What follows belongs to an exercise in optimizing a design on an open flow for small area; a production flow would make more cautious choices. RTL that was checked went through simulation tests only; none was proved equivalent to the original. No functional check of the RTL was part of runs 1 and 5. Power and IR drop assume default switching activity.

==> flow/design.v <==
`timescale 1ns/1ns
module rv_regfile (
    input  logic       clk,
    input  logic       we_all,    
    input  logic       wen,
    input  logic [4:0] rd,
    input  logic [3:0] wd,
    input  logic [4:0] rs1,
    input  logic [4:0] rs2,
    output logic [3:0] ra,
    output logic [3:0] rb
);
    logic [31:0] r [1:31];
    logic [7:0] lo;
    logic [3:0] hi;
    always_comb begin
        for (int k = 0; k < 8; k++) lo[k] = we_all || rd[2:0] == 3'(k);
        for (int j = 0; j < 4; j++) hi[j] = we_all || (wen && rd[4:3] == 2'(j));
    end
    always_ff @(posedge clk) begin
        for (int i = 1; i < 32; i++) begin
            r[i] <= {(hi[i / 8] && lo[i % 8]) ? wd : r[i][3:0], r[i][31:4]};
        end
    end
    logic [3:0] dig [32];
    always_comb begin
        dig[0] = 4'd0;
        for (int i = 1; i < 32; i++) dig[i] = r[i][3:0];
    end
    assign ra = dig[rs1];
    assign rb = dig[rs2];
endmodule
`timescale 1ns/1ns
module rv_core (
    input  logic        clk,
    input  logic        rst_n,
    output logic [31:0] imem_addr,
    input  logic [31:0] imem_insn,
    output logic [31:0] dmem_addr,
    output logic [31:0] dmem_wdata,
    input  logic [31:0] dmem_rdata,
    output logic        dmem_wen,
    output logic [3:0]  byte_en
);
    logic [2:0]  ph;       
    logic        p2;       
    logic        clr;      
    logic [29:0] pc;
    logic [31:0] insn;
    logic [6:0]  opcode;
    logic [2:0]  f3;
    logic        alt;
    assign insn   = imem_insn;
    assign opcode = insn[6:0];
    assign f3     = insn[14:12];
    assign alt    = insn[30];
    logic is_op, is_opi, is_ld, is_st, alu_cls, is_sh, is_slt, ld_ok, st_ok;
    logic two, last, writes, ph0, ph7;
    assign is_op   = opcode == 7'b0110011;
    assign is_opi  = opcode == 7'b0010011;
    assign is_ld   = opcode == 7'b0000011;
    assign is_st   = opcode == 7'b0100011;
    assign alu_cls = is_op || is_opi;
    assign is_sh   = alu_cls && f3[1:0] == 2'b01;
    assign is_slt  = alu_cls && f3[2:1] == 2'b01;
    assign ld_ok   = is_ld && f3 != 3'd3 && f3 != 3'd6 && f3 != 3'd7;
    assign st_ok   = is_st && (f3 == 3'd0 || f3 == 3'd1 || f3 == 3'd2);
    assign two     = is_sh || is_slt || ld_ok || st_ok;
    assign last    = p2 || !two;
    assign writes  = alu_cls || ld_ok;
    assign ph0     = ph == 3'd0;
    assign ph7     = ph == 3'd7;
    always_ff @(posedge clk) begin
        if (!rst_n) begin
            ph  <= 3'd0;
            p2  <= 1'b0;
            clr <= 1'b1;
            pc  <= 30'd0;
        end else begin
            ph <= ph + 3'd1;
            if (ph7) begin
                clr <= 1'b0;
                if (!clr) begin
                    p2 <= two && !p2;
                    if (last) pc <= pc + 30'd1;
                end
            end
        end
    end
    assign imem_addr = {pc, 2'b00};
    logic [3:0] ra, rb, wd;
    logic       wen;
    assign wen = !clr && writes && last;
    rv_regfile u_rf (
        .clk(clk), .we_all(clr), .wen(wen), .rd(insn[11:7]), .wd(wd),
        .rs1(insn[19:15]), .rs2(insn[24:20]), .ra(ra), .rb(rb)
    );
    logic [3:0] imm_i, imm_s, b, bb, sum, alu_dig;
    logic       sub, cin, cout, cq, lt;
    always_comb begin
        case (ph)
            3'd0:    imm_i = insn[23:20];
            3'd1:    imm_i = insn[27:24];
            3'd2:    imm_i = insn[31:28];
            default: imm_i = {4{insn[31]}};
        endcase
        case (ph)
            3'd0:    imm_s = insn[10:7];
            3'd1:    imm_s = {insn[27:25], insn[11]};
            3'd2:    imm_s = insn[31:28];
            default: imm_s = {4{insn[31]}};
        endcase
    end
    assign b   = is_op ? rb : (is_st ? imm_s : imm_i);
    assign sub = (is_op && f3 == 3'd0 && alt) || is_slt;
    assign bb  = b ^ {4{sub}};
    assign cin = ph0 ? sub : cq;
    assign {cout, sum} = {1'b0, ra} + {1'b0, bb} + {4'd0, cin};
    assign lt  = (f3[0] ? 1'b1 : (ra[3] ^ ~b[3])) ^ cout;
    always_ff @(posedge clk) begin
        cq <= (ph7 && is_slt) ? lt : cout;
    end
    always_comb begin
        case (f3)
            3'd4:    alu_dig = ra ^ b;
            3'd6:    alu_dig = ra | b;
            3'd7:    alu_dig = ra & b;
            default: alu_dig = sum;
        endcase
    end
    logic [31:0] A, W;
    logic [3:0]  w_sh;
    always_ff @(posedge clk) begin
        if (!p2) A <= {sum, A[31:4]};
        W <= {is_st ? rb : w_sh, W[31:4]};
    end
    assign dmem_addr  = A;
    assign dmem_wdata = W;
    logic [4:0] shq;
    logic [2:0] q, k, fsel;
    logic [1:0] r;
    logic       sll, valid, fsign;
    logic [3:0] prevq, cur_f, prev_f, fill, tap, sh_dig;
    logic [7:0] cat;
    always_ff @(posedge clk) begin
        if (!p2 && ph0) shq[3:0] <= b;
        if (!p2 && ph == 3'd1) shq[4] <= b[0];
        prevq <= ra;
    end
    assign sll  = !f3[2];
    assign q    = shq[4:2];
    assign r    = shq[1:0];
    assign fill = {4{!sll && alt && fsign}};
    assign cur_f  = (p2 && ph0 && !sll) ? fill : ra;
    assign prev_f = (ph0 && sll) ? 4'd0 : prevq;
    assign cat    = {cur_f, prev_f};
    assign fsel   = sll ? 3'd4 - {1'b0, r} : {1'b0, r};
    always_comb begin
        case (fsel)
            3'd0:    w_sh = cat[3:0];
            3'd1:    w_sh = cat[4:1];
            3'd2:    w_sh = cat[5:2];
            3'd3:    w_sh = cat[6:3];
            default: w_sh = cat[7:4];
        endcase
    end
    assign k = sll ? 3'd0 - q : q + 3'd1;
    always_comb begin
        case (k)
            3'd0:    tap = w_sh;
            3'd1:    tap = W[7:4];
            3'd2:    tap = W[11:8];
            3'd3:    tap = W[15:12];
            3'd4:    tap = W[19:16];
            3'd5:    tap = W[23:20];
            3'd6:    tap = W[27:24];
            default: tap = W[31:28];
        endcase
    end
    assign valid  = sll ? (ph >= q) : (ph <= ~q);
    assign sh_dig = valid ? tap : fill;
    logic [1:0] m2;
    logic [3:0] idx, raw, ld_dig;
    logic       lw, inr;
    assign m2  = A[1:0];
    assign lw  = f3[1];
    assign idx = {1'b0, ph} + (lw ? 4'd0 : {1'b0, m2, 1'b0});
    always_comb begin
        case (idx)
            4'd0:    raw = dmem_rdata[3:0];
            4'd1:    raw = dmem_rdata[7:4];
            4'd2:    raw = dmem_rdata[11:8];
            4'd3:    raw = dmem_rdata[15:12];
            4'd4:    raw = dmem_rdata[19:16];
            4'd5:    raw = dmem_rdata[23:20];
            4'd6:    raw = dmem_rdata[27:24];
            4'd7:    raw = dmem_rdata[31:28];
            default: raw = 4'd0;
        endcase
    end
    assign inr    = lw || (f3[0] ? ph <= 3'd3 : ph <= 3'd1);
    assign ld_dig = inr ? raw : {4{!f3[2] && fsign}};
    always_ff @(posedge clk) begin
        if (!p2 && ph7) fsign <= ra[3];
        else if (p2 && is_ld && ph == {1'b0, f3[0], 1'b1}) fsign <= raw[3];
    end
    always_comb begin
        if (clr)          wd = 4'd0;
        else if (!p2)     wd = alu_dig;
        else if (is_ld)   wd = ld_dig;
        else if (is_sh)   wd = sh_dig;
        else              wd = {3'd0, ph0 && cq};
    end
    assign dmem_wen = p2 && st_ok && ph == {2'd0 - m2, 1'b0};
    always_comb begin
        case (m2)
            2'd0:    byte_en = {f3[1], f3[1], f3[1] || f3[0], 1'b1};
            2'd1:    byte_en = {f3[1], f3[1] || f3[0], 1'b1, 1'b0};
            2'd2:    byte_en = {f3[1] || f3[0], 1'b1, 2'b00};
            default: byte_en = 4'b1000;
        endcase
    end
endmodule
==> flow/flow/run.sh <==
#!/bin/bash
# Layout flow: the standard ORFS flow (standard.sh) with these changes:
#  - synthesis is the standard synthesis script, except that ABC maps the
#    logic with an area-oriented script (flow/abc_area_nf.script) instead of
#    ORFS's speed script; registers, names, flattening and renaming are unchanged
#  - port buffers use the smallest buffer cell instead of clkdlybuf4s50_1
#  - CTS clusters more sinks per clock buffer and inserts no dummy loads
# Each tool writes its full log under orfs/logs/; make's own output goes to
# flow_make.log in the work folder.
set -euo pipefail
W=$PWD
cat >> config.mk <<'CFG'
export BUFFER_PORTS_ARGS = -buffer_cell sky130_fd_sc_hd__buf_1
export CTS_ARGS = -sink_clustering_enable -repair_clock_nets -dont_use_dummy_load -buf_list sky130_fd_sc_hd__clkbuf_8 -sink_clustering_size 18 -sink_clustering_max_diameter 50
CFG
cat > flow/synth_area.tcl <<TCL
proc abc {args} {
  set i [lsearch -exact \$args -script]
  if {\$i >= 0} { lset args [expr {\$i + 1}] $W/flow/abc_area_nf.script }
  yosys abc {*}\$args
}
source $W/synth_recipe.tcl
TCL
sed "s#SYNTH_SCRIPT=[^ ]*#SYNTH_SCRIPT=$W/flow/synth_area.tcl#" standard.sh > flow/standard_area.sh
grep -q "SYNTH_SCRIPT=$W/flow/synth_area.tcl" flow/standard_area.sh
bash flow/standard_area.sh > flow_make.log 2>&1
==> flow/flow/abc_area_nf.script <==
strash
&get -n
&st
&dch
&nf -R 1000
&put
==> flow/flow/standard_area.sh <==
#!/bin/bash
# The standard flow's own layout of this design, on the ORFS make targets given (by default finish). After
# finish it leaves the final layout's DEF at /design/flow/out/final.def.
set -euo pipefail
make -C /OpenROAD-flow-scripts/flow DESIGN_CONFIG=/design/flow/config.mk WORK_HOME=/design/flow/orfs CLKGATE_MAP_FILE= SYNTH_SCRIPT=/design/flow/flow/synth_area.tcl CAP_MARGIN=20 CORE_MARGIN=2 CORE_UTILIZATION=65 PLACE_DENSITY=0.8 SLEW_MARGIN=20 "${@:-finish}"
if [[ -f /design/flow/orfs/results/sky130hd/rv_core/base/6_final.odb ]]; then
  : # left out here: write the final layout as DEF
fi
==> flow/flow/synth_area.tcl <==
proc abc {args} {
  set i [lsearch -exact $args -script]
  if {$i >= 0} { lset args [expr {$i + 1}] /design/flow/flow/abc_area_nf.script }
  yosys abc {*}$args
}
source /design/flow/synth_recipe.tcl
==> flow/standard.sh <==
#!/bin/bash
# synth_recipe.tcl (not shown) runs the flow's synth.tcl, then flattens the netlist and writes it again
# the make line also repeats each setting of config.mk as NAME=value (left out here)
make -C /OpenROAD-flow-scripts/flow DESIGN_CONFIG=/design/flow/config.mk WORK_HOME=/design/flow/orfs CLKGATE_MAP_FILE= SYNTH_SCRIPT=/design/flow/synth_recipe.tcl "${@:-finish}"
==> flow/config.mk <==
export PLATFORM = sky130hd
export DESIGN_NAME = rv_core
export DESIGN_NICKNAME = rv_core
export VERILOG_FILES = /design/flow/design.v
export SDC_FILE = /design/flow/constraint.sdc
export NUM_CORES = 4
export LEC_CHECK = 0
export CAP_MARGIN = 20
export CORE_MARGIN = 2
export CORE_UTILIZATION = 65
export PLACE_DENSITY = 0.8
export SLEW_MARGIN = 20
export BUFFER_PORTS_ARGS = -buffer_cell sky130_fd_sc_hd__buf_1
export CTS_ARGS = -sink_clustering_enable -repair_clock_nets -dont_use_dummy_load -buf_list sky130_fd_sc_hd__clkbuf_8 -sink_clustering_size 18 -sink_clustering_max_diameter 50
==> flow/constraint.sdc <==
create_clock -name core_clock -period 6.5 [get_ports {clk}]
set_input_delay 1.3000 -clock core_clock [delete_from_list [all_inputs] [get_ports {clk}]]
set_output_delay 1.3000 -clock core_clock [all_outputs]
set_load 0.01 [all_outputs]
==> results.ini, run 1 <==
[synth]
synthCells = 2124
synth_compound_area_frac = 0.0912
post_synth_instance_area_um2 = 28300
ys_ff_latch = 1102
yosys.area_share.simple = 0.0864
synth.area.mux_share = 0.00111
synth_top_family_by_area = compound AO/OA/AOI/OAI gates
ys_seq_area_frac = 0.794
syn_area_per_cell_um2 = 13.3
synth.distinct_cells = 48
synth-xor-area-share = 0.00434
yosysWarnings = 4
yosys_most_used_dff = dfxtp_1
synthAdderAreaFrac = 0.0176
synth-async-reset-ratio = 0
synth_edf_count = 38

[layout]
final_util = 0.719
final_nets = 2495
fill_cells = 2783
regArea_um2 = 22400
finalInstanceArea_um2 = 30900
area_delta_synth_final_pct = 9.25
multiInputGateArea_um2 = 5710
finalNonFillerCells = 2975
drive_above_1_share = 0.0448

[grt]
met1_usage = 0.387
met2_usage = 0.495
grt.overflow.total = 0
grtUsageMet3 = 0.0578
grt_usage = 0.297
grt_max_degree = 36
grt_pass1_vias = 16200
grt-busiest-layer = met2
antenna_found_initial = 0
grt_first_pass_wirelength_um = 98100

[sta]
maxSlewViolCount = 0
finalCritPeriodShare = 0.854
fmax_ghz = 0.180
final.setup.tns_ns = 0
finalHoldViolations = 0
whs_ns = 0.289
worst_pin_slew_ns = 1.09
skew_ns = 0.109
rsz0062_at_grt = no
period_minus_slack_ns = 5.55
max-slew-margin-rel = 0.266
finalSetupViolCount = 0

[floorplanning]
rows = 76
core_um2 = 43000
start_util = 0.658
pin_count = 167
dieArea_um2 = 45200
fp.dieW_um = 213
die_h_um = 213

[clock_network]
cts_max_level = 3
cts_buffer_depth = 3
clk_pin_slew_ns = 0.10
clock-root-buffer = clkbuf_8
clk_latency_ns = 0.70
cts_hold_buf = 0
post_cts.repair.setup_buffers = 0
cts_tree = done
cts_buffers = 75
cts_sinks = 1102
cts_resized = 0

[power_and_ir_drop]
power_frac_seq = 0.672
p_leak_nw = 12.1
vdd_ir_drop_max_uv = 340
comb_power_share = 0.049
power.share.switching = 0.222
pwr_density_cell_nw_per_um2 = 339
clkPwrFrac = 0.279
internal-power_mw = 8.15
netSwitchingPower_mw = 2.33

[worst_hold_path]
hold_class = reg -> reg

[setup_path]
crit_type = in -> reg
crit_arrival_ns = 6.05
cp_max_fo = 31
crit_chain = buf_1 -> nor3_1 -> a22o_1 -> a221oi_1 -> nand4_1 -> or3_1 -> o21a_1 -> a22oi_1 -> nand3_1 -> a21oi_1 -> nor2_1 -> o21ai_0 -> a21oi_1 -> o21ai_4 -> o21ai_0
critPathLaunchType = primary input
cp_slowest_cell = o21ai_4
cp.required_ns = 7.00
cpPeakStageDelay_ns = 0.88
end_kind = register

[status]
status = timing/DRC/antenna clean

[routing]
routedWlPerCell_um = 22.5
drt_iter0_markers = 1539
drt-total-wl_um = 67000
via_per_inst = 5.63
vias = 16800
first_pass_iters = 10
ant_nets = 0
route.detailed.drc = 0

[placed_design]
dp_hpwl_um = 47900
dp_cells = 2899
place_congestion = 0.943
dpl-instance-area_um2 = 29800
port_buffers = 164

[flow_run]
drv_cap = 0

[path summary, 6_finish.rpt]
path	slack, ns	from	end	cells after the start
worst min register to register	0.29	u_rf.r[2][31]	u_rf.r[2][27]	0
worst min-delay path	0.29	u_rf.r[2][31]	u_rf.r[2][27]	0
worst max register to register	1.99	ph[0]	u_rf.r[3][30]	18
worst max-delay path	0.95	imem_insn[19]	u_rf.r[28][31]	15
[metrics by stage]
| stage | worst slack, ns | total power, mW |
|---|---|---|
| 4_1_cts | 1.05 | 10.5 |
| 5_1_grt | 0.680 | 10.8 |
| 2_1_floorplan | 1.02 | 7.45 |
| 3_5_place_dp | 0.395 | 7.70 |
| 3_3_place_gp | 0.543 | 7.67 |
| 6_report | 0.948 | 10.5 |
[worst max-delay path, delay by kind of cell]
kind | cells | cell delay (ns)
AND/OR/NAND/NOR | 5 | 1.24
buffers and inverters | 1 | 0.68
AO/OA/AOI/OAI | 9 | 2.80
[cells in the mapped netlist, drive strengths merged (2+ instances only)]
cell     number  share of area
fa            3         0.0021
dfxtp      1064           0.75
a21oi        50         0.0089
nor2        110          0.015
a32oi         2        0.00062
a31oi        12         0.0027
nor4          8         0.0018
a2111oi       2        0.00062
mux2i         2        0.00071
o22ai         7         0.0015
a22o         29         0.0090
nor2b        15         0.0033
and2         15         0.0033
nand2b       16         0.0035
a221oi       29         0.0090
nand4        28         0.0062
edfxtp       38          0.040
buf           2        0.00053
a222oi       19         0.0067
or3           9         0.0020
and3         39         0.0086
o21a          4         0.0011
a22oi        70          0.019
o21ai       160          0.028
ha           35          0.015
nor3         39         0.0069
o221ai        2        0.00062
nand3        27         0.0048
nand3b        5         0.0013
o41ai         3        0.00093
clkinv       36         0.0048
o31ai         2        0.00053
xnor2        11         0.0034
nand2       213          0.028
nor3b         2        0.00053
and4          2        0.00062
xor2          3        0.00093
[per-layer routing]
| layer | wire length, µm | vias up | share of wire |
|---|---|---|---|
| met5 | 0 | - | 0 |
| met4 | 2270 | 0 | 0.034 |
| met3 | 4280 | 130 | 0.064 |
| met2 | 31800 | 697 | 0.47 |
| met1 | 28700 | 8082 | 0.43 |
| li1 | - | 7842 | - |
[state kept, by name (all words and copies together) (netlist names)]
signal / cells
u_rf.r: 992
A: 32
W: 32
pc: 30
shq: 5
prevq: 4
ph: 3
clr: 1
cq: 1
fsign: 1
p2: 1
[power groups by stage]
stage / Combinational [mW] / Sequential [mW] / Clock, mW
global route: 0.565 / 7.06 / 3.18
global placement: 0.490 / 7.18 / 0
CTS: 0.507 / 7.04 / 2.95
finish: 0.513 / 7.04 / 2.92
floorplan: 0.251 / 7.20 / 0
detailed placement: 0.503 / 7.20 / 0
[cells in the final DEF, fill, tap and decap left out, drive strengths merged, types with 38 or more instances in the layout]
cell | synthesis | routed
dfxtp | 1064 | 1064
nand2 | 213 | 213
buf | 2 | 190
o21ai | 160 | 160
nor2 | 110 | 110
clkbuf | 0 | 76
a22oi | 70 | 70
a21oi | 50 | 50
nor3 | 39 | 39
and3 | 39 | 39
edfxtp | 38 | 38
[logic make-up after synthesis]
family | count (synthesis)
adder cells (fa/ha/maj) | 38
AO/OA/AOI/OAI | 398
XOR/XNOR | 14
AND/OR/NAND/NOR | 530
buffers and inverters | 38
flip-flops | 1102
multiplexers | 3
other | 1
[area by class of cell]
class | count | area share
multi-input combinational | 985 | 0.185
inverter | 36 | 0.00438
timing repair buffer | 191 | 0.0269
sequential | 1102 | 0.727
antenna | 1 | 0.0000810
tap | 585 | 0.0237
clock buffer | 75 | 0.0334
==> run 2, diff against run 1 <==
--- a/flow/design.v
+++ b/flow/design.v
@@ -24,9 +24,25 @@
     end
-    logic [3:0] dig [32];
-    always_comb begin
-        dig[0] = 4'd0;
-        for (int i = 1; i < 32; i++) dig[i] = r[i][3:0];
-    end
-    assign ra = dig[rs1];
-    assign rb = dig[rs2];
+    function automatic logic [3:0] rd_port(input logic [4:0] s, input logic [127:0] d);
+        logic [7:0] l;
+        logic [3:0] h;
+        logic [3:0] o, g;
+        for (int k = 0; k < 8; k++) l[k] = s[2:0] == 3'(k);
+        for (int j = 0; j < 4; j++) h[j] = s[4:3] == 2'(j);
+        o = 4'd0;
+        for (int j = 0; j < 4; j++) begin
+            g = 4'd0;
+            for (int k = 0; k < 8; k++) begin
+                if (j * 8 + k != 0) g = g | ({4{l[k]}} & d[(j * 8 + k) * 4 +: 4]);
+            end
+            o = o | ({4{h[j]}} & g);
+        end
+        rd_port = o;
+    endfunction
+    logic [127:0] dig;
+    always_comb begin
+        dig[3:0] = 4'd0;
+        for (int i = 1; i < 32; i++) dig[i * 4 +: 4] = r[i][3:0];
+    end
+    assign ra = rd_port(rs1, dig);
+    assign rb = rd_port(rs2, dig);
 endmodule
--- a/flow/flow/run.sh
+++ b/flow/flow/run.sh
@@ -4,3 +4,5 @@
 #    logic with an area-oriented script (flow/abc_area_nf.script) instead of
-#    ORFS's speed script; registers, names, flattening and renaming are unchanged
+#    ORFS's speed script, and adders are left to ABC instead of being mapped to
+#    full/half-adder cells first (ADDER_MAP_FILE empty); registers, names,
+#    flattening and renaming are unchanged
 #  - port buffers use the smallest buffer cell instead of clkdlybuf4s50_1
@@ -23,3 +25,3 @@
 TCL
-sed "s#SYNTH_SCRIPT=[^ ]*#SYNTH_SCRIPT=$W/flow/synth_area.tcl#" standard.sh > flow/standard_area.sh
+sed "s#SYNTH_SCRIPT=[^ ]*#SYNTH_SCRIPT=$W/flow/synth_area.tcl ADDER_MAP_FILE=#" standard.sh > flow/standard_area.sh
 grep -q "SYNTH_SCRIPT=$W/flow/synth_area.tcl" flow/standard_area.sh
==> flow/flow/abc_area_nf.script (replaced) <==
strash
dc2
&get -n
&st
&dch -f
&nf -R 1000
&put
==> flow/flow/standard_area.sh (replaced) <==
#!/bin/bash
# The standard flow's own layout of this design, on the ORFS make targets given (by default finish). After
# finish it leaves the final layout's DEF at /design/flow/out/final.def.
set -euo pipefail
make -C /OpenROAD-flow-scripts/flow DESIGN_CONFIG=/design/flow/config.mk WORK_HOME=/design/flow/orfs CLKGATE_MAP_FILE= SYNTH_SCRIPT=/design/flow/flow/synth_area.tcl ADDER_MAP_FILE= CAP_MARGIN=20 CORE_MARGIN=2 CORE_UTILIZATION=65 PLACE_DENSITY=0.8 SLEW_MARGIN=20 "${@:-finish}"
if [[ -f /design/flow/orfs/results/sky130hd/rv_core/base/6_final.odb ]]; then
  : # left out here: write the final layout as DEF
fi
==> results.ini, run 2 <==
[layout]
final_nets = 2174  ; -13%
fill_cells = 2644  ; -5.0%
largest_register_ffs = 992  ; unchanged
layout_commonest_cell = dfxtp_1
multiInputGateArea_um2 = 5190  ; -9.1%
area_delta_synth_final_pct = 9.76
largest_registers = u_rf.r x992, A x32, W x32
regMostFlops = u_rf.r
final_util = 0.722  ; +0.00358
drive_above_1_share = 0.0584  ; +0.0136
regArea_um2 = 22400  ; unchanged
final_cell_mix = 1,064 x dfxtp_1, 163 x buf_1, 125 x mux2_1

[floorplanning]
rows = 75  ; -1.3%
pin_count = 167  ; unchanged
start_util = 0.658  ; about the same
fp.dieW_um = 210  ; -1.2%
core_um2 = 41900  ; -2.4%
dieArea_um2 = 44100  ; -2.3%
die_h_um = 210  ; -1.2%

[sta]
worst_pin_slew_ns = 1.12  ; +0.0301 ns
finalHoldViolations = 0  ; unchanged
maxSlewViolCount = 0  ; unchanged
rsz0062_at_grt = no
max-slew-margin-rel = 0.251  ; -0.0149
finalCritPeriodShare = 0.899  ; +0.0448
finalSetupViolCount = 0  ; unchanged
skew_ns = 0.0728  ; -0.0365 ns
period_minus_slack_ns = 5.84  ; +0.291 ns
fmax_ghz = 0.171  ; -5.0%

[synth]
synth_top_area_frac = 0.772  ; +0.0183
synth.distinct_cells = 46  ; -4.2%
post_synth_instance_area_um2 = 27600  ; -2.4%
yosys_most_used_dff = dfxtp_1
synth-async-reset-ratio = 0  ; unchanged
synth_top_area_cell = dfxtp_1
synth_edf_count = 38  ; unchanged
synthCells = 1832  ; -14%
syn_area_per_cell_um2 = 15.1  ; +13%
ys_seq_area_frac = 0.813  ; +0.0193
yosysWarnings = 3  ; -1
netlist_top_cells_area = dfxtp_1 77%, mux2_1 5.1%, edfxtp_1 4.1%, a222oi_1 2.3%, nand2_1 1.1%
ys_ff_latch = 1102  ; unchanged
yosysMostFrequentCell = dfxtp_1
synth.top_cells.by_count = 1,064 x dfxtp_1, 125 x mux2_1, 78 x nand2_1

[setup_path]
end_kind = register
cpPeakStageDelay_ns = 0.29  ; -0.59 ns
cp_common_cell = and3_1
critPathLaunchType = primary input
crit_buf_inv = 2  ; +1
crit_arrival_ns = 6.36  ; +0.31 ns
cp_max_fo = 5  ; -84%
cp.required_ns = 7.02  ; +0.02 ns
crit_type = in -> reg
crit_family = simple AND/OR/NAND/NOR gates
cp_slowest_cell = nor3_2

[power_and_ir_drop]
internal-power_mw = 8.05  ; -1.2%
clkPwrFrac = 0.280  ; about the same
power_mw = 10.2  ; -2.4%
netSwitchingPower_mw = 2.17  ; -6.8%
power_frac_seq = 0.681  ; +0.009
vdd_ir_drop_max_uv = 251  ; -26%
comb_power_share = 0.039  ; -0.010
pwr_density_cell_nw_per_um2 = 337  ; -0.50%
p_leak_nw = 11.9  ; -1.2%
power.share.switching = 0.212  ; -0.00995

[placed_design]
port_buffers = 164  ; unchanged
dp_hpwl_um = 42500  ; -11%
place_congestion = 0.971  ; +3.0%

[clock_network]
clk_latency_ns = 0.66  ; -0.04 ns
cts_buffer_depth = 3  ; unchanged
post_cts.repair.setup_buffers = 0  ; unchanged
cts_sinks = 1102  ; unchanged
cts_buffers = 74  ; -1.3%
cts_resized = 0  ; unchanged
cts_hold_buf = 0  ; unchanged
cts_max_level = 3  ; unchanged
clock-root-buffer = clkbuf_8
cts_tree = done
clk_pin_slew_ns = 0.10  ; about the same

[routing]
via_per_inst = 5.72  ; +1.6%
vias = 15100  ; -9.6%
routedWlPerCell_um = 22.8  ; +1.1%
route.detailed.drc = 0  ; unchanged
first_pass_iters = 12  ; +2
ant_nets = 0  ; unchanged
drt-total-wl_um = 60200  ; -10%
drt_iter0_markers = 1801  ; +17%

[grt]
antenna_found_initial = 6  ; +6
grtUsageMet3 = 0.0600  ; +0.00229
grt_first_pass_wirelength_um = 89400  ; -8.9%
grt-busiest-layer = met2
grt.overflow.total = 0  ; unchanged
grt_max_degree = 36  ; unchanged
met2_usage = 0.439  ; -0.0566
grt_usage = 0.273  ; -0.0237
grt_pass1_vias = 14800  ; -8.7%
met1_usage = 0.364  ; -0.0237

[worst_hold_path]
hold_class = reg -> reg

[flow_run]
drv_cap = 0  ; unchanged

[status]
status = timing/DRC/antenna clean

## run 2: changes by cell type in the layout (fill, tap and decap cells not counted), sizes merged, moves of 35 or more
cell and delta:
nand2 -135, mux2 +124, ha -35, a22oi -35, o21ai -107, nor2 -48
a222oi +44
## run 2: worst reg2reg max path: stages (launching register included)
cell and delay (ns):
dfxtp_1 0.72, nand3_1 0.14, buf_4 0.20, nor3_2 0.22, and2_0 0.19, and3_1 0.20
and2_0 0.16, and3_1 0.17, and3_1 0.17, and3_1 0.17, and3_1 0.23, and3_1 0.25
and3_1 0.25, and3_1 0.26, and3_1 0.25, and3_1 0.26, nand3_1 0.16, nor2_1 0.22
and3_1 0.24, and2_0 0.23, nand2_1 0.10, xnor2_1 0.14, and2_0 0.15
## run 2: metrics by stage
stage / TNS [ns] / instances / instance area [µm²] / setup WS [ns] / hold slack [ns]
2_1_floorplan: 0 / 1833 / 27600 / 0.239 / 0.310
3_3_place_gp: 0 / 2571 / 29200 / 0.164 / 0.310
3_5_place_dp: -0.0709 / 2571 / 29200 / -0.0709 / 0.312
4_1_cts: 0 / 2645 / 30300 / 0.582 / 0.305
5_1_grt: 0 / 2646 / 30300 / 0.0973 / 0.299
6_report: 0 / 2646 / 30300 / 0.657 / 0.302
## run 2: cell type report
| cell class | instances | area share |
|---|---|---|
| tap | 539 | 0.0223 |
| multi-input combinational | 714 | 0.171 |
| sequential | 1102 | 0.741 |
| clock buffer | 74 | 0.0336 |
| antenna | 1 | 0.0000826 |
| inverter | 15 | 0.00186 |
| timing repair buffer | 201 | 0.0299 |
## run 2: power by group through the flow
stage               sequential (mW)  clock [mW]  combinational [mW]
finish                         6.96        2.86               0.399
CTS                            6.96        2.92               0.392
floorplan                      7.13           0               0.186
global route                   6.98        3.15               0.429
detailed placement             7.12           0               0.390
global placement               7.11           0               0.388
## run 2: path summary, 6_finish.rpt
| kind | start | end | slack [ns] | cells past startpoint |
|---|---|---|---|---|
| hold / removal | u_rf.r[31][19] | u_rf.r[31][15] | 0.30 | 0 |
| setup reg to reg | ph[0] | pc[29] | 1.34 | 22 |
| hold reg to reg | u_rf.r[31][19] | u_rf.r[31][15] | 0.30 | 0 |
| setup / recovery | imem_insn[0] | pc[29] | 0.66 | 28 |
## run 2: kinds of logic (layout without fill, tap and decap cells)
logic type / after synthesis / after routing / synth area share
compound gates: 298 / 298 / 0.0778
flops: 1102 / 1102 / 0.813
fa+ha+maj: 3 / 3 / 0.00109
mux: 125 / 125 / 0.0510
buf+inv: 17 / 290 / 0.00258
other cells: 1 / 3 / 0.000136
xor+xnor: 20 / 20 / 0.00635
simple gates: 266 / 266 / 0.0478
## run 2: layer usage
| layer | vias up | share of wire |
|---|---|---|
| li1 | 6994 | - |
| met1 | 7197 | 0.43 |
| met2 | 774 | 0.45 |
| met3 | 162 | 0.077 |
| met4 | 8 | 0.042 |
| met5 | - | 0.00090 |
==> run 3, diff against run 2 <==
--- a/flow/flow/run.sh
+++ b/flow/flow/run.sh
@@ -4,5 +4,3 @@
 #    logic with an area-oriented script (flow/abc_area_nf.script) instead of
-#    ORFS's speed script, and adders are left to ABC instead of being mapped to
-#    full/half-adder cells first (ADDER_MAP_FILE empty); registers, names,
-#    flattening and renaming are unchanged
+#    ORFS's speed script; registers, names, flattening and renaming are unchanged
 #  - port buffers use the smallest buffer cell instead of clkdlybuf4s50_1
@@ -25,3 +23,3 @@
 TCL
-sed "s#SYNTH_SCRIPT=[^ ]*#SYNTH_SCRIPT=$W/flow/synth_area.tcl ADDER_MAP_FILE=#" standard.sh > flow/standard_area.sh
+sed "s#SYNTH_SCRIPT=[^ ]*#SYNTH_SCRIPT=$W/flow/synth_area.tcl#" standard.sh > flow/standard_area.sh
 grep -q "SYNTH_SCRIPT=$W/flow/synth_area.tcl" flow/standard_area.sh
==> flow/flow/abc_area_nf.script (replaced) <==
strash
&get -n
&st
&dch
&nf -R 1000
&put
removed: flow/flow/standard_area.sh
removed: flow/flow/synth_area.tcl
==> results.ini, run 3 <==
[status]
status = timing/DRC/antenna clean

[grt]
grt_max_degree = 38  ; +5.6%
antenna_found_initial = 7  ; +1
grt_pass1_vias = 15500  ; +4.6%
grt_first_pass_wirelength_um = 89700  ; +0.40%
grt_usage = 0.272  ; -0.00149
grt.overflow.total = 0  ; unchanged

[layout]
layout_commonest_cell = dfxtp_1
final_util = 0.722  ; about the same
largest_register_ffs = 992  ; unchanged
final_cell_mix = 1,064 x dfxtp_1, 234 x nand2_1, 164 x buf_1
fill_cells = 2687  ; +1.6%
finalNonFillerCells = 2871  ; +8.5%
final_nets = 2431  ; +12%
area_delta_synth_final_pct = 9.09
regMostFlops = u_rf.r
drive_above_1_share = 0.0451  ; -0.0133
largest_registers = u_rf.r x992, A x32, W x32
finalInstanceArea_um2 = 30400  ; +0.48%

[placed_design]
dp_slack_ns = 0.556  ; +0.627 ns
port_buffers = 164  ; unchanged
dpl-instance-area_um2 = 29400  ; +0.44%
dp_hpwl_um = 43400  ; +2.1%
dp_cells = 2789  ; +8.5%
place_congestion = 0.944  ; -2.8%

[floorplanning]
fp.dieW_um = 211  ; +0.54%
dieArea_um2 = 44600  ; +1.1%
pin_count = 167  ; unchanged
core_um2 = 42100  ; +0.45%
die_h_um = 211  ; +0.54%
start_util = 0.662  ; +0.00429
rows = 75  ; unchanged

[setup_path]
end_kind = register
cp_max_fo = 31  ; +26
cp.required_ns = 7.02  ; about the same
reg2reg_slack_ns = 1.47  ; +0.13 ns
critPathLaunchType = primary input
r2r_cells = 17  ; -23%
crit-reg2reg-launch = ph[0]
worst_r2r_endpoint = u_rf.r[2][30]
crit_type = in -> reg
crit_arrival_ns = 5.88  ; -0.48 ns

[clock_network]
cts_tree = done
cts_hold_buf = 0  ; unchanged
clk_pin_slew_ns = 0.10  ; about the same
cts_sinks = 1102  ; unchanged
post_cts.repair.setup_buffers = 0  ; unchanged
cts_buffers = 75  ; +1.4%
cts_max_level = 3  ; unchanged
cts_resized = 0  ; unchanged
cts_buffer_depth = 3  ; unchanged
clock-root-buffer = clkbuf_8
clk_latency_ns = 0.69  ; +0.03 ns

[power_and_ir_drop]
p_leak_nw = 11.7  ; -2.1%
power.share.switching = 0.217  ; +0.00449
internal-power_mw = 8.11  ; +0.66%
comb_power_share = 0.045  ; +0.006
power_frac_seq = 0.676  ; -0.005
power_mw = 10.3  ; +1.2%
netSwitchingPower_mw = 2.24  ; +3.4%
clkPwrFrac = 0.279  ; about the same
vdd_ir_drop_max_uv = 266  ; +6.2%
pwr_density_cell_nw_per_um2 = 340  ; +0.75%

[routing]
vias = 16100  ; +6.3%
first_pass_iters = 10  ; -2
route.detailed.drc = 0  ; unchanged
drt-total-wl_um = 60800  ; +0.93%
drt_iter0_markers = 1664  ; -7.6%
routedWlPerCell_um = 21.2  ; -7.0%
ant_nets = 0  ; unchanged
via_per_inst = 5.60  ; -2.1%

[synth]
post_synth_instance_area_um2 = 27900  ; +1.1%
synth.top_cells.by_count = 1,064 x dfxtp_1, 234 x nand2_1, 148 x o21ai_0
ys_seq_area_frac = 0.804  ; -0.00886
netlist_top_cells_area = dfxtp_1 76%, edfxtp_1 4.1%, nand2_1 3.1%, o21ai_0 2.7%, ha_1 1.5%
synth-async-reset-ratio = 0  ; unchanged
synth.distinct_cells = 48  ; +4.3%
synth_top_area_cell = dfxtp_1
yosysMostFrequentCell = dfxtp_1
synth_top_area_frac = 0.763  ; -0.00841
yosys_most_used_dff = dfxtp_1
syn_area_per_cell_um2 = 13.5  ; -10%
synthCells = 2066  ; +13%
yosysWarnings = 3  ; unchanged
ys_ff_latch = 1102  ; unchanged
synth_edf_count = 38  ; unchanged

[sta]
skew_ns = 0.100  ; +0.0275 ns
rsz0062_at_grt = no
whs_ns = 0.264  ; -0.0376 ns
worst_pin_slew_ns = 1.12  ; +0.00215 ns
final.setup.tns_ns = 0  ; unchanged
finalCritPeriodShare = 0.825  ; -0.0739
maxSlewViolCount = 0  ; unchanged
period_minus_slack_ns = 5.36  ; -0.480 ns
worst_slack_ns = 1.14  ; +0.480 ns
fmax_ghz = 0.186  ; +9.0%
finalSetupViolCount = 0  ; unchanged
finalHoldViolations = 0  ; unchanged
max-slew-margin-rel = 0.248  ; -0.00317

[worst_hold_path]
hold_path_startpoint = u_rf.r[11][5]
hold_class = reg -> reg
worstHoldPathCells = 0  ; unchanged
holdPathEnd = u_rf.r[11][1]

[flow_run]
drv_cap = 0  ; unchanged

run 3: cell count changes in the layout (fill, tap and decap cells not counted), moves of 13 or more:
| cell | previous run | this run |
|---|---|---|
| nand2_1 | 78 | 234 |
| o21ai_0 | 53 | 147 |
| buf_4 | 36 | 22 |
| clkinv_1 | 15 | 39 |
| ha_1 | 0 | 33 |
| a221oi_1 | 11 | 24 |
| a22oi_1 | 35 | 54 |
| nor3_1 | 15 | 28 |
| mux2_1 | 125 | 0 |
| a222oi_1 | 63 | 37 |
| nor2_1 | 61 | 96 |
run 3: cells by family (layout without fill, tap and decap cells):
logic type / Yosys count / in the layout / synth area share
AO/OA/AOI/OAI: 411 / 411 / 0.0961
XOR/XNOR: 13 / 13 / 0.00408
adder cells (fa/ha/maj): 36 / 36 / 0.0170
buffers and inverters: 41 / 301 / 0.00579
flip-flops: 1102 / 1102 / 0.804
multiplexers: 2 / 2 / 0.000718
other: 1 / 7 / 0.000134
AND/OR/NAND/NOR: 460 / 460 / 0.0718
run 3: per-layer routing:
metal,track usage,part of all wire
met5,0,0.00031
met4,0.133,0.045
met3,0.0516,0.070
met2,0.434,0.45
met1,0.359,0.43
run 3: critical path: stages:
cell and delay, ns:
buf_1 0.17, clkinv_1 0.20, and3_1 0.44, a22o_1 0.29, a221oi_1 0.22, a31oi_1 0.15
nor4_1 0.54, a21oi_1 0.28, xnor2_1 0.21, fa_1 0.46, fa_1 0.42, xnor2_1 0.17
nand2b_1 0.15, a21oi_1 0.15, nor2_1 0.05, nand2_1 0.08, buf_4 0.39, o21ai_0 0.19
run 3: worst max path at each step:
stage             startpoint              to  slack, ns  cells after the start
4_1_cts        imem_insn[21]   u_rf.r[2][30]       1.25                     18
6_report       imem_insn[21]   u_rf.r[2][30]       1.14                     18
3_5_place_dp   imem_insn[21]  u_rf.r[11][30]       0.56                     18
3_3_place_gp   imem_insn[21]  u_rf.r[15][30]       0.76                     18
5_1_grt        imem_insn[16]  u_rf.r[11][29]       0.82                     18
2_1_floorplan  imem_insn[22]  u_rf.r[10][29]       0.95                     13
run 3: power by group through the flow:
stage	logic [mW]	registers, mW	clock network [mW]
global route	0.511	7.01	3.17
global placement	0.444	7.14	0
finish	0.467	6.99	2.89
CTS	0.457	6.99	2.94
floorplan	0.247	7.15	0
detailed placement	0.455	7.15	0
run 3: layout make-up:
type,instances,area [µm²],share of cell area
Tap cell,539,674,0.0222
Sequential cell,1102,22400,0.737
Antenna cell,5,12.5,0.000411
Clock buffer,75,1030,0.0339
Inverter,39,146,0.00481
Multi-Input combinational cell,924,5340,0.176
Timing Repair Buffer,187,786,0.0258
==> run 4, diff against run 3 <==
--- a/flow/design.v
+++ b/flow/design.v
@@ -3,2 +3,3 @@
     input  logic       clk,
+    input  logic       pol,
     input  logic       we_all,    
@@ -19,5 +20,7 @@
     end
+    logic [3:0] x;
+    assign x = wd ^ {4{pol}};
     always_ff @(posedge clk) begin
         for (int i = 1; i < 32; i++) begin
-            r[i] <= {(hi[i / 8] && lo[i % 8]) ? wd : r[i][3:0], r[i][31:4]};
+            r[i] <= {~((hi[i / 8] && lo[i % 8]) ? x : r[i][3:0]), r[i][31:4]};
         end
@@ -45,4 +48,4 @@
     end
-    assign ra = rd_port(rs1, dig);
-    assign rb = rd_port(rs2, dig);
+    assign ra = rd_port(rs1, dig) ^ {4{pol && rs1 != 5'd0}};
+    assign rb = rd_port(rs2, dig) ^ {4{pol && rs2 != 5'd0}};
 endmodule
@@ -64,2 +67,3 @@
     logic [29:0] pc;
+    logic        pol;      
     logic [31:0] insn;
@@ -94,4 +98,6 @@
             pc  <= 30'd0;
+            pol <= 1'b0;
         end else begin
             ph <= ph + 3'd1;
+            if (ph7) pol <= !pol;
             if (ph7) begin
@@ -110,3 +116,3 @@
     rv_regfile u_rf (
-        .clk(clk), .we_all(clr), .wen(wen), .rd(insn[11:7]), .wd(wd),
+        .clk(clk), .pol(pol), .we_all(clr), .wen(wen), .rd(insn[11:7]), .wd(wd),
         .rs1(insn[19:15]), .rs2(insn[24:20]), .ra(ra), .rb(rb)
@@ -155,6 +161,6 @@
     logic [4:0] shq;
-    logic [2:0] q, k, fsel;
-    logic [1:0] r;
-    logic       sll, valid, fsign;
-    logic [3:0] prevq, cur_f, prev_f, fill, tap, sh_dig;
+    logic [2:0] q, k;
+    logic [1:0] r, m;
+    logic       sll, fsign;
+    logic [3:0] prevq, cur_f, prev_f, fill, sh_dig;
     logic [7:0] cat;
@@ -165,16 +171,15 @@
     end
-    assign sll  = !f3[2];
-    assign q    = shq[4:2];
-    assign r    = shq[1:0];
-    assign fill = {4{!sll && alt && fsign}};
-    assign cur_f  = (p2 && ph0 && !sll) ? fill : ra;
-    assign prev_f = (ph0 && sll) ? 4'd0 : prevq;
+    assign sll    = !f3[2] || shq == 5'd0;
+    assign q      = shq[4:2];
+    assign r      = shq[1:0];
+    assign fill   = {4{!sll && alt && fsign}};
+    assign cur_f  = (p2 == sll) ? ra : fill;
+    assign prev_f = ((p2 && !ph0) == sll) ? prevq : fill;
     assign cat    = {cur_f, prev_f};
-    assign fsel   = sll ? 3'd4 - {1'b0, r} : {1'b0, r};
-    always_comb begin
-        case (fsel)
-            3'd0:    w_sh = cat[3:0];
-            3'd1:    w_sh = cat[4:1];
-            3'd2:    w_sh = cat[5:2];
-            3'd3:    w_sh = cat[6:3];
+    assign m      = (r == 2'd0) ? 2'd0 : (sll ? 2'd0 - r : r);
+    always_comb begin
+        case (m)
+            2'd1:    w_sh = cat[4:1];
+            2'd2:    w_sh = cat[5:2];
+            2'd3:    w_sh = cat[6:3];
             default: w_sh = cat[7:4];
@@ -182,17 +187,15 @@
     end
-    assign k = sll ? 3'd0 - q : q + 3'd1;
+    assign k = sll ? 3'd0 - q : q + {2'd0, r != 2'd0};
     always_comb begin
         case (k)
-            3'd0:    tap = w_sh;
-            3'd1:    tap = W[7:4];
-            3'd2:    tap = W[11:8];
-            3'd3:    tap = W[15:12];
-            3'd4:    tap = W[19:16];
-            3'd5:    tap = W[23:20];
-            3'd6:    tap = W[27:24];
-            default: tap = W[31:28];
-        endcase
-    end
-    assign valid  = sll ? (ph >= q) : (ph <= ~q);
-    assign sh_dig = valid ? tap : fill;
+            3'd0:    sh_dig = w_sh;
+            3'd1:    sh_dig = W[7:4];
+            3'd2:    sh_dig = W[11:8];
+            3'd3:    sh_dig = W[15:12];
+            3'd4:    sh_dig = W[19:16];
+            3'd5:    sh_dig = W[23:20];
+            3'd6:    sh_dig = W[27:24];
+            default: sh_dig = W[31:28];
+        endcase
+    end
     logic [1:0] m2;
--- a/flow/flow/run.sh
+++ b/flow/flow/run.sh
@@ -4,3 +4,5 @@
 #    logic with an area-oriented script (flow/abc_area_nf.script) instead of
-#    ORFS's speed script; registers, names, flattening and renaming are unchanged
+#    ORFS's speed script, and adders are left to ABC instead of being mapped to
+#    full/half-adder cells first (ADDER_MAP_FILE empty); registers, names,
+#    flattening and renaming are unchanged
 #  - port buffers use the smallest buffer cell instead of clkdlybuf4s50_1
@@ -23,3 +25,3 @@
 TCL
-sed "s#SYNTH_SCRIPT=[^ ]*#SYNTH_SCRIPT=$W/flow/synth_area.tcl#" standard.sh > flow/standard_area.sh
+sed "s#SYNTH_SCRIPT=[^ ]*#SYNTH_SCRIPT=$W/flow/synth_area.tcl ADDER_MAP_FILE=#" standard.sh > flow/standard_area.sh
 grep -q "SYNTH_SCRIPT=$W/flow/synth_area.tcl" flow/standard_area.sh
==> flow/flow/abc_area_nf.script (replaced) <==
strash
dc2
&get -n
&st
&dch -f
&nf -R 1000
&put
==> results.ini, run 4 <==
[grt]
grt.overflow.total = 0  ; unchanged
grt_first_pass_wirelength_um = 89800  ; about the same
grt_usage = 0.276  ; +0.00436
antenna_found_initial = 5  ; -2
grt_pass1_vias = 14800  ; -4.7%
grt_max_degree = 37  ; -2.6%

[routing]
routedWlPerCell_um = 22.7  ; +7.0%
drt-total-wl_um = 60300  ; -0.77%
vias = 15100  ; -6.1%
ant_nets = 0  ; unchanged
via_per_inst = 5.67  ; +1.3%
first_pass_iters = 12  ; +2
route.detailed.drc = 0  ; unchanged
drt_iter0_markers = 1760  ; +5.8%

[floorplanning]
die_h_um = 210  ; -0.75%
fp.dieW_um = 210  ; -0.75%
dieArea_um2 = 43900  ; -1.5%
pin_count = 167  ; unchanged
rows = 75  ; unchanged
core_um2 = 41900  ; -0.67%
start_util = 0.656  ; -0.00571

[synth]
synth.distinct_cells = 51  ; +6.3%
netlist_top_cells_area = dfxtp_1 78%, mux2i_1 4.6%, edfxtp_1 4.2%, a222oi_1 2.3%, nand2_1 1.1%
synth.top_cells.by_count = 1,064 x dfxtp_1, 127 x mux2i_1, 82 x nand2_1
synthCells = 1825  ; -12%
synth_top_area_cell = dfxtp_1
yosysWarnings = 3  ; unchanged
ys_ff_latch = 1102  ; unchanged
yosys_most_used_dff = dfxtp_1
synth_edf_count = 38  ; unchanged
synth-async-reset-ratio = 0  ; unchanged
post_synth_instance_area_um2 = 27500  ; -1.5%
yosysMostFrequentCell = dfxtp_1
syn_area_per_cell_um2 = 15.1  ; +11%
synth_top_area_frac = 0.775  ; +0.0118
ys_seq_area_frac = 0.817  ; +0.0125

[setup_path]
crit_arrival_ns = 6.52  ; +0.64 ns
cpPeakStageDelay_ns = 0.34  ; -0.20 ns
cp_max_fo = 5  ; -84%
critPathLaunchType = primary input
end_kind = register
crit_type = in -> reg
cp_common_cell = and3_1
cp_slowest_cell = or3_1
cp.required_ns = 7.05  ; +0.03 ns

[clock_network]
cts_resized = 0  ; unchanged
post_cts.repair.setup_buffers = 0  ; unchanged
cts_max_level = 3  ; unchanged
cts_tree = done
clk_pin_slew_ns = 0.09  ; about the same
cts_sinks = 1102  ; unchanged
clk_latency_ns = 0.67  ; -0.02 ns
cts_hold_buf = 0  ; unchanged
clock-root-buffer = clkbuf_8
cts_buffer_depth = 3  ; unchanged
cts_buffers = 74  ; -1.3%

[layout]
layout_commonest_cell = dfxtp_1
finalNonFillerCells = 2663  ; -7.2%
largest_register_ffs = 992  ; unchanged
final_nets = 2190  ; -9.9%
regMostFlops = u_rf.r
final_cell_mix = 1,064 x dfxtp_1, 163 x buf_1, 127 x mux2i_1
largest_registers = u_rf.r x992, A x32, W x32
area_delta_synth_final_pct = 10.6
fill_cells = 2680  ; -0.26%
drive_above_1_share = 0.0693  ; +0.0242
finalInstanceArea_um2 = 30400  ; -0.16%

[placed_design]
dp_cells = 2587  ; -7.2%
dp_hpwl_um = 42700  ; -1.5%
place_congestion = 0.962  ; +1.9%
port_buffers = 164  ; unchanged
dpl-instance-area_um2 = 29400  ; about the same

[sta]
finalHoldViolations = 0  ; unchanged
period_minus_slack_ns = 5.96  ; +0.599 ns
finalSetupViolCount = 0  ; unchanged
max-slew-margin-rel = 0.269  ; +0.0213
final.setup.tns_ns = 0  ; unchanged
skew_ns = 0.0561  ; -0.0442 ns
finalCritPeriodShare = 0.917  ; +0.0922
rsz0062_at_grt = no
maxSlewViolCount = 0  ; unchanged
whs_ns = 0.290  ; +0.0258 ns
fmax_ghz = 0.168  ; -10%
worst_pin_slew_ns = 1.09  ; -0.0293 ns

[worst_hold_path]
hold_class = reg -> reg

[power_and_ir_drop]
power_mw = 11.0  ; +6.8%
p_leak_nw = 11.8  ; +1.1%
vdd_ir_drop_max_uv = 299  ; +12%
pwr_density_cell_nw_per_um2 = 364  ; +6.9%

[flow_run]
drv_cap = 0  ; unchanged

[status]
status = timing/DRC/antenna clean

-- run 4: metal layers --
layer | vias up | global-route usage | routed length [µm]
met5 | - | 0 | 58
met4 | 8 | 0.130 | 2800
met3 | 196 | 0.0540 | 4570
met2 | 743 | 0.448 | 27700
met1 | 7166 | 0.362 | 25200
li1 | 6994 | - | -
-- run 4: report_power, final --
part / leakage (nW) / switching [mW] / internal (mW)
clock network: 0.532 / 1.86 / 1.03
logic: 2.24 / 0.490 / 0.279
registers: 9.04 / 0.223 / 7.17
-- run 4: worst paths after layout --
path	start	endpoint	slack, ns	depth (start not counted)
hold / removal	u_rf.r[11][29]	u_rf.r[11][25]	0.29	0
hold reg to reg	u_rf.r[11][29]	u_rf.r[11][25]	0.29	0
setup reg to reg	ph[1]	pc[28]	1.06	23
setup / recovery	imem_insn[3]	pc[28]	0.54	27
-- run 4: layout make-up --
| cell class | instances | area [µm²] | share of cell area |
|---|---|---|---|
| well taps | 539 | 674 | 0.0222 |
| multi-input cells | 709 | 5060 | 0.166 |
| flip-flops and latches | 1102 | 22400 | 0.739 |
| inverters | 13 | 48.8 | 0.00161 |
| repair buffers | 224 | 1140 | 0.0376 |
| clock buffers | 74 | 1020 | 0.0335 |
| diodes | 2 | 5.00 | 0.000165 |
-- run 4: through the flow --
stage / utilization / setup slack, ns
CTS: 0.726 / 0.574
global placement: 0.702 / 0.0493
finish: 0.726 / 0.538
detailed placement: 0.702 / -0.115
floorplan: - / 0.0175
global route: 0.726 / 0.0747
-- run 4: worst max-delay path: cells and delay by family --
| family | cells | cell delay (ns) |
|---|---|---|
| AO/OA/AOI/OAI | 1 | 0.21 |
| buffers and inverters | 2 | 0.26 |
| AND/OR/NAND/NOR | 24 | 4.76 |
-- run 4: logic make-up (layout without fill, tap and decap cells) --
| logic type | count (synthesis) | count (layout) | share of synthesized area |
|---|---|---|---|
| flip-flops | 1102 | 1102 | 0.817 |
| XOR/XNOR | 37 | 37 | 0.0118 |
| AO/OA/AOI/OAI | 289 | 289 | 0.0770 |
| multiplexers | 127 | 127 | 0.0463 |
| buffers and inverters | 15 | 311 | 0.00232 |
| AND/OR/NAND/NOR | 252 | 252 | 0.0449 |
| other | 1 | 4 | 0.000136 |
| adder cells (fa/ha/maj) | 2 | 2 | 0.000729 |
==> run 5, diff against run 4 <==
--- a/flow/design.v
+++ b/flow/design.v
@@ -137,3 +137,3 @@
     assign sub = (is_op && f3 == 3'd0 && alt) || is_slt;
-    assign bb  = b ^ {4{sub}};
+    assign bb  = is_sh ? 4'd0 : b ^ {4{sub}};
     assign cin = ph0 ? sub : cq;
@@ -155,3 +155,3 @@
     always_ff @(posedge clk) begin
-        if (!p2) A <= {sum, A[31:4]};
+        if (!p2 || is_sh) A <= {sum, A[31:4]};
         W <= {is_st ? rb : w_sh, W[31:4]};
@@ -169,4 +169,4 @@
         if (!p2 && ph == 3'd1) shq[4] <= b[0];
-        prevq <= ra;
-    end
+    end
+    assign prevq = A[31:28];
     assign sll    = !f3[2] || shq == 5'd0;
==> flow/flow/standard_area.sh (new file) <==
#!/bin/bash
# The standard flow's own layout of this design, on the ORFS make targets given (by default finish). After
# finish it leaves the final layout's DEF at /design/flow/out/final.def.
set -euo pipefail
make -C /OpenROAD-flow-scripts/flow DESIGN_CONFIG=/design/flow/config.mk WORK_HOME=/design/flow/orfs CLKGATE_MAP_FILE= SYNTH_SCRIPT=/design/flow/flow/synth_area.tcl ADDER_MAP_FILE= CAP_MARGIN=5 CORE_MARGIN=2 CORE_UTILIZATION=65 PLACE_DENSITY=0.8 SLEW_MARGIN=5 "${@:-finish}"
if [[ -f /design/flow/orfs/results/sky130hd/rv_core/base/6_final.odb ]]; then
  : # left out here: write the final layout as DEF
fi
==> flow/flow/synth_area.tcl (new file) <==
proc abc {args} {
  set i [lsearch -exact $args -script]
  if {$i >= 0} { lset args [expr {$i + 1}] /design/flow/flow/abc_area_nf.script }
  yosys abc {*}$args
}
source /design/flow/synth_recipe.tcl
--- a/flow/config.mk
+++ b/flow/config.mk
@@ -7,3 +7,3 @@
 export LEC_CHECK = 0
-export CAP_MARGIN = 20
+export CAP_MARGIN = 5
 export CORE_MARGIN = 2
@@ -11,3 +11,3 @@
 export PLACE_DENSITY = 0.8
-export SLEW_MARGIN = 20
+export SLEW_MARGIN = 5
 export BUFFER_PORTS_ARGS = -buffer_cell sky130_fd_sc_hd__buf_1
==> results.ini, run 5 <==
[flow_run]
drv_cap = 0  ; unchanged

[synth]
yosysWarnings = 3  ; unchanged
synth-async-reset-ratio = 0  ; unchanged
synth_edf_count = 38  ; unchanged
synth.distinct_cells = 46  ; -9.8%
yosys.area_share.simple = 0.0476  ; +0.00268
ys_ff_latch = 1099  ; -0.27%
post_synth_instance_area_um2 = 27500  ; about the same
synth_top_area_cell = dfxtp_1
yosysMostFrequentCell = dfxtp_1
syn_area_per_cell_um2 = 15.0  ; -0.62%
synth_top_family_by_area = compound AO/OA/AOI/OAI gates
synth_top_area_frac = 0.774  ; -0.00159
synth.top_cells.by_count = 1,061 x dfxtp_1, 127 x mux2i_1, 82 x nand2_1
ys_seq_area_frac = 0.815  ; -0.00155
synth-xor-area-share = 0.0102  ; -0.00159
synthCells = 1835  ; +0.55%
synth.area.mux_share = 0.0467  ; +0.000446
yosys_most_used_dff = dfxtp_1
synthAdderAreaFrac = 0.000729  ; about the same
synth_compound_area_frac = 0.0773  ; +0.000288
netlist_top_cells_area = dfxtp_1 77%, mux2i_1 4.6%, edfxtp_1 4.2%, a222oi_1 2.1%, nand2_1 1.1%

[sta]
skew_ns = 0.0864  ; +0.0303 ns
max-slew-margin-rel = 0.397  ; +0.128
fmax_ghz = 0.166  ; -0.89%
finalSetupViolCount = 0  ; unchanged
whs_ns = 0.294  ; +0.00392 ns
period_minus_slack_ns = 6.02  ; +0.0535 ns
rsz0062_at_grt = no
maxSlewViolCount = 0  ; unchanged
finalHoldViolations = 0  ; unchanged
finalCritPeriodShare = 0.925  ; +0.00823
worst_pin_slew_ns = 0.903  ; -0.192 ns

[floorplanning]
die_h_um = 210  ; about the same
core_um2 = 41900  ; unchanged
pin_count = 167  ; unchanged
fp.dieW_um = 210  ; about the same
start_util = 0.656  ; about the same
rows = 75  ; unchanged
dieArea_um2 = 43900  ; about the same

[routing]
route.detailed.drc = 0  ; unchanged
ant_nets = 0  ; unchanged
via_per_inst = 5.71  ; +0.57%
first_pass_iters = 9  ; -3
drt_iter0_markers = 1923  ; +9.3%
routedWlPerCell_um = 23.4  ; +3.4%
drt-total-wl_um = 63000  ; +4.4%
vias = 15300  ; +1.5%

[layout]
largest_register_ffs = 992  ; unchanged
area_delta_synth_final_pct = 11.2
final_cell_mix = 1,061 x dfxtp_1, 163 x buf_1, 127 x mux2i_1
layout_commonest_cell = dfxtp_1
finalNonFillerCells = 2688  ; +0.94%
largest_registers = u_rf.r x992, A x32, W x32
drive_above_1_share = 0.0759  ; +0.00661
regMostFlops = u_rf.r
fill_cells = 2688  ; +0.30%
final_nets = 2216  ; +1.2%

[power_and_ir_drop]
power.share.switching = 0.237  ; +0.00464
clkPwrFrac = 0.263  ; +0.002
netSwitchingPower_mw = 2.65  ; +2.9%
p_leak_nw = 11.9  ; +0.65%
internal-power_mw = 8.50  ; +0.32%
power_frac_seq = 0.661  ; -0.008
comb_power_share = 0.075  ; +0.005
pwr_density_cell_nw_per_um2 = 365  ; +0.49%
vdd_ir_drop_max_uv = 275  ; -8.2%

[placed_design]
dp_cells = 2611  ; +0.93%
dp_hpwl_um = 44000  ; +3.1%
port_buffers = 164  ; unchanged
place_congestion = 0.946  ; -1.7%

[setup_path]
crit_chain = buf_1 -> and3b_1 -> buf_4 -> a222oi_1 -> a31oi_1 -> nor4_1 -> xnor2_1 -> o22ai_1 -> xor2_1 -> nand2_1 -> xnor2_1 -> nand2_1 -> a21oi_1 -> a21oi_1 -> maj3_1 -> xnor2_1 -> nor2_1 -> a21oi_1 -> o21ai_0 -> xnor2_2 -> buf_12 -> mux2i_1
cp_max_fo = 17  ; +12
crit_arrival_ns = 6.51  ; about the same
cp.required_ns = 6.99  ; -0.06 ns
crit_family = compound AO/OA/AOI/OAI gates
crit_buf_inv = 3  ; +1
cp_slowest_cell = and3b_1
reg2reg_slack_ns = 1.10  ; +0.04 ns
cpPeakStageDelay_ns = 0.46  ; +0.12 ns
critPathLaunchType = primary input
end_kind = register
crit_type = in -> reg

[worst_hold_path]
hold_class = reg -> reg

[grt]
grt_pass1_vias = 15300  ; +3.3%
grt_max_degree = 37  ; unchanged
grt.overflow.total = 0  ; unchanged
grt_first_pass_wirelength_um = 92500  ; +3.0%
antenna_found_initial = 6  ; +1
grt_usage = 0.287  ; +0.0104

[clock_network]
clk_latency_ns = 0.67  ; about the same
cts_sinks = 1099  ; -0.27%
clk_pin_slew_ns = 0.11  ; +0.02 ns
cts_tree = done
cts_hold_buf = 0  ; unchanged
cts_max_level = 3  ; unchanged
cts_buffers = 76  ; +2.7%
clock-root-buffer = clkbuf_8
cts_buffer_depth = 3  ; unchanged
cts_resized = 0  ; unchanged
post_cts.repair.setup_buffers = 0  ; unchanged

[status]
status = timing/DRC/antenna clean

[run 5: changes by cell type in the layout (fill, tap and decap cells not counted), moves of 4 or more]
cell,before,now
a31oi_1,36,23
nand3_1,10,23
buf_4,54,66
o21ai_0,43,51
a211oi_1,3,9
a222oi_1,64,58
a22o_1,9,15
a21oi_1,42,46
nor2b_1,3,7
nor4_1,9,5
xor2_1,14,10
[run 5: layout make-up]
class	count	area (µm²)	share of cell area
timing repair buffer	238	1270	0.0417
multi-input combinational	724	5100	0.167
antenna	1	2.50	0.0000820
tap	539	674	0.0221
clock buffer	76	1050	0.0343
sequential	1099	22400	0.733
inverter	11	41.3	0.00135
[run 5: path summary, 6_finish.rpt]
kind | depth (start not counted) | startpoint | to
setup / recovery | 22 | imem_insn[20] | u_rf.r[27][31]
hold / removal | 0 | u_rf.r[17][19] | u_rf.r[17][15]
setup reg to reg | 23 | ph[2] | pc[29]
hold reg to reg | 0 | u_rf.r[17][19] | u_rf.r[17][15]
[run 5: cell families after synthesis]
logic type / after synthesis
AO/OA/AOI/OAI: 294
flip-flops: 1099
adder cells (fa/ha/maj): 2
buffers and inverters: 13
AND/OR/NAND/NOR: 266
other: 1
XOR/XNOR: 32
multiplexers: 128
[run 5: per-stage QoR]
step | setup slack (ns) | TNS (ns) | power, mW | utilization | area [µm²]
6_report | 0.484 | 0 | 11.2 | 0.729 | 30500
5_1_grt | 0.209 | 0 | 11.5 | 0.729 | 30500
4_1_cts | 0.650 | 0 | 11.2 | 0.729 | 30500
3_5_place_dp | -0.00358 | -0.00358 | 8.35 | 0.704 | 29500
3_3_place_gp | 0.0845 | 0 | 8.32 | 0.704 | 29500
2_1_floorplan | 0.00988 | 0 | 7.89 | - | 27500
[run 5: routing by layer]
metal  part of all wire  vias to the layer above  track usage
met2               0.46                      852        0.474
met1               0.41                     7203        0.365
met4              0.048                        8        0.128
li1                   -                     7046            -
met5            0.00076                        -            0
met3              0.080                      227       0.0633
[run 5: power by group through the flow]
stage / combinational (mW) / clock (mW) / sequential (mW)
floorplan: 0.365 / 0 / 7.52
global placement: 0.816 / 0 / 7.51
detailed placement: 0.824 / 0 / 7.52
CTS: 0.827 / 2.99 / 7.37
global route: 0.901 / 3.21 / 7.41
finish: 0.841 / 2.93 / 7.38

==> port drivers added, routing unchanged <==
No port has a modelled driver above. Below, the same layouts with a new extraction and two added sets of constraints.
Step 1 sets driving cells, clkbuf_16 on the clock port and buf_2 on the other inputs (assumed; they add their load-dependent delay and slew).
Step 2 moves the port delays by t, midway between the first and last clock arrival at a register: inputs arrive t later, outputs are due t later. That takes back most of the time a late clock gives input paths.
a / b / c = ideal ports / drivers / drivers and shift; a / b = the first two.
run	t, ns	setup slack, ns	slew at the worst register clock pin (ns)	worst data-port slew with drivers (ns)
run 1	0.697	0.948 / 0.941 / 0.245	0.12 / 0.12	0.11
run 2	0.662	0.657 / 0.684 / 0.022	0.11 / 0.11	0.10
run 3	0.687	1.137 / 1.081 / 0.394	0.11 / 0.11	0.11
run 4	0.693	0.538 / 0.566 / -0.126	0.11 / 0.11	0.12
run 5	0.674	0.484 / 0.505 / -0.169	0.12 / 0.12	0.16
With both steps, setup timing fails in run 4 and run 5, where it was met with ideal ports. The setup slack of run 3, which loses most, moves by -0.056 ns with the drivers and by -0.743 ns with both steps.
